This is an optimization exercise on Yosys and OpenROAD, whose aim is small area and a short achievable clock period, not a production implementation.
In this exercise RTL edits were held to simulation tests only and were not proved equivalent to the original.
The clock port is modelled as an ideal driver; clocking choices that lean on that would not hold on a real chip.
Power figures rest on the tool's default switching activity, not on a simulated workload.

## tdc_click_top
module tdc_click_top #(
	parameter int WINDOW_CYCLES = 1000
) (
	input  logic        clk200_i,
	input  logic        gc_rst,
	input  logic        apb_psel_i,
	input  logic        apb_penable_i,
	input  logic        apb_pwrite_i,
	input  logic [7:0]  apb_paddr_i,
	input  logic [31:0] apb_pwdata_i,
	output logic [31:0] apb_prdata_o,
	output logic        apb_pready_o,
	output logic        apb_pslverr_o,
	input  logic        frame_i,
	input  logic        sdi_i,
	input  logic        pps_i,
	output logic        rec_valid_o,
	output logic [1:0]  rec_click_o,
	output logic [47:0] rec_gc_o,
	output logic [31:0] rec_tdc_o,
	output logic        count_valid_o
);
Size in the first run: roughly 1800 cells after synthesis, roughly 260 flip-flops, ~170 I/O pins, ~16000 µm² of cells after synthesis.
export LEC_CHECK = 0
export CAP_MARGIN = 20
export CORE_MARGIN = 2
export CORE_UTILIZATION = 40
export CTS_BUF_LIST = sky130_fd_sc_hd__clkbuf_8
export CTS_CLUSTER_DIAMETER = 60
export CTS_CLUSTER_SIZE = 16
export SETUP_SLACK_MARGIN = 4.0
export SLEW_MARGIN = 20
create_clock -name core_clock -period 10.0 [get_ports {clk200_i}]
standard.sh (not shown) runs the stock make flow with config.mk's settings and CLKGATE_MAP_FILE= SYNTH_SCRIPT=/design/flow/synth_recipe.tcl, a recipe that flattens the netlist after the stock synthesis.
==> flow/flow/run.sh <==
#!/bin/bash
# layout flow: the standard flow with the smallest buffer on the ports and an
# area recovery step (flow/downsize.tcl) after clock tree synthesis and after
# global routing
export BUFFER_PORTS_ARGS="-buffer_cell sky130_fd_sc_hd__buf_1"
export POST_CTS_TCL="$(pwd)/flow/post_cts.tcl"
export POST_GLOBAL_ROUTE_TCL="$(pwd)/flow/post_grt.tcl"
bash standard.sh > standard.log 2>&1
==> flow/flow/downsize.tcl <==
# area recovery: give each logic cell the smallest drive strength of its kind
# that keeps every path within ::downsize_guard of the worst slack (and the
# worst slack itself) from getting slower, and keeps slew and load within 10%
# of their limits; flip-flops, clock tree cells and tie/tap/fill cells are
# left alone
estimate_parasitics $::downsize_parasitics
set ::ds_ts [expr {min(0.1, [sta::max_slew_check_slack_limit])}]
set ::ds_tc [expr {min(0.1, [sta::max_capacitance_check_slack_limit])}]
proc downsize_limits_ok {} {
  set s [sta::max_slew_check_slack_limit]
  set c [sta::max_capacitance_check_slack_limit]
  return [expr {$s >= $::ds_ts && $c >= $::ds_tc}]
}
set ws0 [sta::worst_slack_cmd max]
set a0 [rsz::design_area]
# paths with less slack than this count as critical while cells are swapped
set_clock_uncertainty -setup [expr {$ws0 + $::downsize_guard}] [all_clocks]
set tns [sta::total_negative_slack_cmd max]
set wsu [sta::worst_slack_cmd max]
set n 0
foreach inst [get_cells *] {
  set lc [get_property $inst ref_name]
  if {![regexp {^(sky130_fd_sc_hd__\w+?)_(\d+)$} $lc -> base sz]} continue
  if {[regexp {df|dl|clk|tap|fill|decap|conb|diode|lpflow|probe} $base]} continue
  set cands {}
  foreach s {0 1 2 4 6 8 12 16} {
    if {$s < $sz} {
      set c [get_lib_cells -quiet ${base}_$s]
      if {[llength $c]} { lappend cands $c }
    }
  }
  foreach c $cands {
    replace_cell $inst $c
    estimate_parasitics $::downsize_parasitics
    set t [sta::total_negative_slack_cmd max]
    if {$t >= $tns - 1e-13 && [sta::worst_slack_cmd max] >= $wsu - 1e-13 && [downsize_limits_ok]} {
      set tns $t
      incr n
      break
    }
    replace_cell $inst [get_lib_cells $lc]
    estimate_parasitics $::downsize_parasitics
  }
}
set_clock_uncertainty -setup 0 [all_clocks]
puts "downsize: $n cells, worst slack [sta::worst_slack_cmd max] (was $ws0), area [rsz::design_area] (was $a0)"
==> flow/flow/post_cts.tcl <==
# after clock tree synthesis and its timing repair
set ::downsize_parasitics -placement
set ::downsize_guard 0.3e-9
source [file join [file dirname [info script]] downsize.tcl]
==> flow/flow/post_grt.tcl <==
# after global routing and its timing repair: recover area again, reroute the
# nets whose cells changed and write the guides again for detailed routing
set ::downsize_parasitics -global_routing
set ::downsize_guard 0.3e-9
global_route -start_incremental
source [file join [file dirname [info script]] downsize.tcl]
global_route -end_incremental
estimate_parasitics -global_routing
write_guides $::env(RESULTS_DIR)/route.guide
Next try:
SETUP_SLACK_MARGIN = 5.0   (was 4.0)
- final cell count rises by 4.3%
- register-to-register slack gains 0.53 ns
- design area rises by 5.8%
- die area does not change
- wire length rises by 5.3%
- core utilization rises by 2.6 points
- non-clock buffer count rises by 102
- maximum frequency rises by about 7%
- global-route usage rises by 0.98 points
- synthesized area is unchanged
- power rises by about 2.4%
Next try:
CORE_UTILIZATION = 30   (was 40)
SETUP_SLACK_MARGIN = 4.5   (was 5.0)
TNS_END_PERCENT = 20   (was not set)
Flip-flop and latch count is unchanged. Power came out lower slightly. Via count came out lower by a few percent.
Next try:
==> flow/flow/post_cts.tcl (replaced) <==
# after clock tree synthesis and its timing repair
set ::downsize_parasitics -placement
set ::downsize_guard 0.15e-9
source [file join [file dirname [info script]] downsize.tcl]
--- a/flow/flow/post_grt.tcl
+++ b/flow/flow/post_grt.tcl
@@ -3,3 +3,3 @@
 set ::downsize_parasitics -global_routing
-set ::downsize_guard 0.3e-9
+set ::downsize_guard 0.15e-9
 global_route -start_incremental
CORE_UTILIZATION = 40   (was 30)
Non-clock buffer count came out lower by 4.
Die area came out lower by 25%.
Setup slack got worse by 0.012 ns.
Next try:
==> flow/flow/downsize.tcl (replaced) <==
# area recovery: give each logic cell the smallest drive strength of its kind
# that keeps the worst setup slack where it is and keeps slew and load within
# 10% of their limits; flip-flops, clock tree cells and tie/tap/fill cells are
# left alone
estimate_parasitics $::downsize_parasitics
set ::ds_ts [expr {min(0.1, [sta::max_slew_check_slack_limit])}]
set ::ds_tc [expr {min(0.1, [sta::max_capacitance_check_slack_limit])}]
proc downsize_limits_ok {} {
  set s [sta::max_slew_check_slack_limit]
  set c [sta::max_capacitance_check_slack_limit]
  return [expr {$s >= $::ds_ts && $c >= $::ds_tc}]
}
set ws0 [sta::worst_slack_cmd max]
set a0 [rsz::design_area]
set n 0
foreach inst [get_cells *] {
  set lc [get_property $inst ref_name]
  if {![regexp {^(sky130_fd_sc_hd__\w+?)_(\d+)$} $lc -> base sz]} continue
  if {[regexp {df|dl|clk|tap|fill|decap|conb|diode|lpflow|probe} $base]} continue
  set cands {}
  foreach s {0 1 2 4 6 8 12 16} {
    if {$s < $sz} {
      set c [get_lib_cells -quiet ${base}_$s]
      if {[llength $c]} { lappend cands $c }
    }
  }
  foreach c $cands {
    replace_cell $inst $c
    if {[sta::worst_slack_cmd max] >= $ws0 - 2e-12 && [downsize_limits_ok]} {
      incr n
      break
    }
    replace_cell $inst [get_lib_cells $lc]
  }
}
puts "downsize: $n cells, worst slack [sta::worst_slack_cmd max] (was $ws0), area [rsz::design_area] (was $a0)"
==> flow/flow/post_cts.tcl (replaced) <==
# after clock tree synthesis and its timing repair
set ::downsize_parasitics -placement
source [file join [file dirname [info script]] downsize.tcl]
--- a/flow/flow/post_grt.tcl
+++ b/flow/flow/post_grt.tcl
@@ -3,3 +3,2 @@
 set ::downsize_parasitics -global_routing
-set ::downsize_guard 0.15e-9
 global_route -start_incremental
TNS_END_PERCENT = not set   (was 20)
Outcome:
- The changed run went through all stages and came out clean
- final cell count climbs by 0.56%
- cell area goes down by 1.0%
- power went down by 0.92%
- via count is about the same
- sequential share of layout area grows by 0.38 points
- die area stays the same
- maximum frequency came out lower by 9.9%
- worst setup slack loses 0.62 ns
- clock skew went down by 0.017 ns
- clock-buffer cell count does not change
- sequential cell count stays the same

afterwards: timing with drivers on the ports:
The flow's constraints put no driver on any port. The routed layouts listed below were extracted and timed again, unchanged, in two steps.
Step 1, drivers: a clkbuf_16 drives clk200_i and a buf_2 each remaining input, both assumed.
Step 2 times the ports against the registers' clock, not the clock port: input delays grow and output delays shrink by t, the midpoint of the rising clock arrivals with the driver on.
Three values: ideal, step 1, step 2; two values: the first two.
run | t, ns | setup slack, ns | worst register clock-pin slew, ns | worst data-port slew with drivers (ns)
the first run | 0.657 | 4.054 / 4.034 / 3.602 | 0.10 / 0.10 | 0.06
the second run | 0.653 | 4.451 / 4.416 / 3.978 | 0.10 / 0.10 | 0.08
the third run | 0.684 | 4.442 / 4.413 / 3.871 | 0.11 / 0.11 | 0.09
the fourth run | 0.645 | 4.430 / 4.410 / 3.951 | 0.11 / 0.11 | 0.07
the fifth run | 0.672 | 3.815 / 3.815 / 3.546 | 0.10 / 0.10 | 0.06
After both steps every run listed still meets setup and hold. The setup slack of the third run, which loses most, moves by -0.029 ns with the drivers and by -0.571 ns with both steps.
